This design comes from an exercise in tuning for small area, a short achievable clock period and few clock cycles on the open sky130 flow, not from production work. Where RTL was checked, it was by simulation tests only, not by an equivalence proof against the original.

Setup of trial 31:
Design rbt_send_top, start of the top module:
module rbt_send_top (
    input  logic                       clk,
    input  logic                       rst,
    input  logic [64-1:0]     s_tdata,
    input  logic [8-1:0]     s_tkeep,
    input  logic                       s_tvalid,
    output logic                       s_tready,
    input  logic                       s_tlast,
    input  logic [16-1:0]     s_tuser,
    output logic [64-1:0]     m_tdata,
    output logic [8-1:0]     m_tkeep,
    output logic                       m_tvalid,
    input  logic                       m_tready,
    output logic                       m_tlast,
    output logic [16-1:0]     m_tuser,
    input  logic [16-1:0] csr_wr_addr,
    input  logic [32-1:0] csr_wr_data,
    input  logic                       csr_wr_en,
    output logic                       csr_wr_ack,
    input  logic [16-1:0] csr_rd_addr,
    input  logic                       csr_rd_en,
    output logic [32-1:0] csr_rd_data,
    output logic                       csr_rd_ack
);
    localparam int ROWS = 32 - 2;
    localparam int W = 64 + 8 + 1 + 16;
    localparam int SEQ_LO = 8 + 1 + 16 + 16;
    localparam int TLAST_B = 16;
    localparam int NFLOW = 16;
    localparam int HMAX = 3;
    logic [ROWS-1:0][W-1:0] mem;
    logic [ROWS-1:0] wr_oh;
    logic [ROWS-1:0] rd_oh;
    logic            full_q;
    logic            ne_q;
    logic            rdy_q;
    logic            in_first;
    logic            hd_first;
    logic [W-1:0]    din;
    logic [W-1:0]    head;
    logic [W-1:0]    head_st;
    logic [W-1:0]    or_q;
    logic            or_valid;
    logic [W-1:0]    ox_q;
    logic            ox_valid;
    logic            ld_x;
    logic            push;
    logic            pop;
    logic            ld;
    logic            avail;
    logic            h1_valid;
    logic            h1_inc;
    logic [NFLOW-1:0] h1_oh;
    logic [15:0]     seq_ctr [NFLOW];
    logic [15:0]     seq_v;
    logic [15:0]     seq_rd;
    logic [15:0]     v_q;
    logic [15:0]     v_inc;
    logic [NFLOW-1:0] wb_oh;
    logic            fwd;
    logic [16:0]     sq [HMAX];
    logic [HMAX-1:0] sq_wp;
    logic [HMAX-1:0] sq_rp;
    logic [1:0]      sq_cnt;
  ...
For scale: ~7,700 cells after synthesis, roughly 280 I/O pins, roughly 120,000 um^2 of cells after synthesis.
==> flow/config.mk <==
export PLATFORM = sky130hd
export DESIGN_NAME = rbt_send_top
export DESIGN_NICKNAME = rbt_send_top
export VERILOG_FILES = /design/flow/design.v
export SDC_FILE = /design/flow/constraint.sdc
export NUM_CORES = 4
export LEC_CHECK = 0
export ABC_CLOCK_PERIOD_IN_PS = 2500
export CAP_MARGIN = 20
export CORE_MARGIN = 2
export CORE_UTILIZATION = 55
export CTS_CLUSTER_DIAMETER = 100
export CTS_CLUSTER_SIZE = 25
export SETUP_SLACK_MARGIN = 3.0
export SLEW_MARGIN = 20
==> flow/constraint.sdc <==
create_clock -name core_clock -period 5.5 [get_ports {clk}]
set_input_delay 1.1000 -clock core_clock [delete_from_list [all_inputs] [get_ports {clk}]]
set_output_delay 1.1000 -clock core_clock [all_outputs]
set_load 0.01 [all_outputs]
run.sh (not shown) runs the stock make flow with config.mk's settings and CLKGATE_MAP_FILE= SYNTH_SCRIPT=/design/flow/synth_recipe.tcl, a recipe that flattens the netlist after the stock synthesis.
diff inputs: trial 31 => trial 77
diff --git a/flow/design.v b/flow/design.v
--- a/flow/design.v
+++ b/flow/design.v
@@ -201,19 +201,18 @@
     assign pop = ld && avail;
     assign sq_push = h1_valid;
     assign sq_pop = pop && hd_first;
     always_comb begin
         seq_rd = '0;
         for (int i = 0; i < NFLOW; i++) begin
             seq_rd = seq_rd | (seq_ctr[i] & {16{h1_oh[i]}});
         end
     end
-    assign fwd = |(h1_oh & wb_oh);
     assign seq_v = fwd ? v_inc : seq_rd;
     assign sq_new = {h1_inc, seq_v};
     logic [ROWS-1:0] wr_nx;
     logic [ROWS-1:0] rd_nx;
     logic       one;
     logic       c30;
     logic       full_n;
     logic       in_first_n;
     logic       h1_valid_n;
@@ -276,18 +275,19 @@
                 sq_rp <= {sq_rp[HMAX-2:0], sq_rp[HMAX-1]};
             end
         end
     end
     always_ff @(posedge clk) begin
         for (int i = 0; i < NFLOW; i++) begin
             h1_oh[i] <= (s_tdata[3:0] == 4'(i));
         end
         h1_inc <= !s_tdata[8];
+        fwd <= h1_valid && h1_inc && h1_oh[s_tdata[3:0]];
     end
     always_ff @(posedge clk) begin
         v_q <= seq_v;
         for (int i = 0; i < NFLOW; i++) begin
             wb_oh[i] <= !rst && h1_valid && h1_inc && h1_oh[i];
         end
     end
     assign v_inc = v_q + 16'd1;
     always_ff @(posedge clk) begin
--- outcome ---
On final core utilization, trial 31 tracks trial 77 almost exactly. Trial 77 and trial 31 ended up with roughly the same synthesis-stage register bit count. For the met1 usage in global routing, trial 77 came in 1.2 points higher than trial 31 did. On clock slew seen by the registers of the worst setup and hold paths, trial 31 tracks trial 77 almost exactly. Row final critical-path required period: trial 77 lower / trial 31 higher. Sort trial 31 and trial 77 by critical path depth, descending, and trial 77 comes first.
Testbench counts of trial 77, summed over its fixed seeds: cycles 16,423.
No functional check of the RTL was part of trial 31.

re-timing with driven ports:
In the flow no input, the clock included, has a driving cell. The finished layouts below were timed again as built, in two steps.
Step 1 assumes that a clkbuf_16 drives the clock port and a buf_2 every other input.
Step 2 adds t to the input delays and takes it off the output delays; t is the mean of the earliest and latest rising clock arrival at the registers after step 1. Input paths then give back, and output paths get back, about the clock's delay inside the block.
Slacks: ideal / step 1 / step 2; pairs: ideal / step 1.
| run | shift t [ns] | slack for setup (ns) | worst hold slack (ns) | pins driven straight from the clock port |
|---|---|---|---|---|
| trial 31 | 0.960 | 2.946 / 2.853 / 2.101 | 0.450 / 0.450 / 0.450 | 1 |
| trial 77 | 0.968 | 2.957 / 2.859 / 2.139 | 0.450 / 0.450 / 0.450 | 1 |
After both steps every run listed still meets setup and hold. The setup slack of trial 31, which loses most, moves by -0.093 ns with the drivers and by -0.845 ns with both steps.
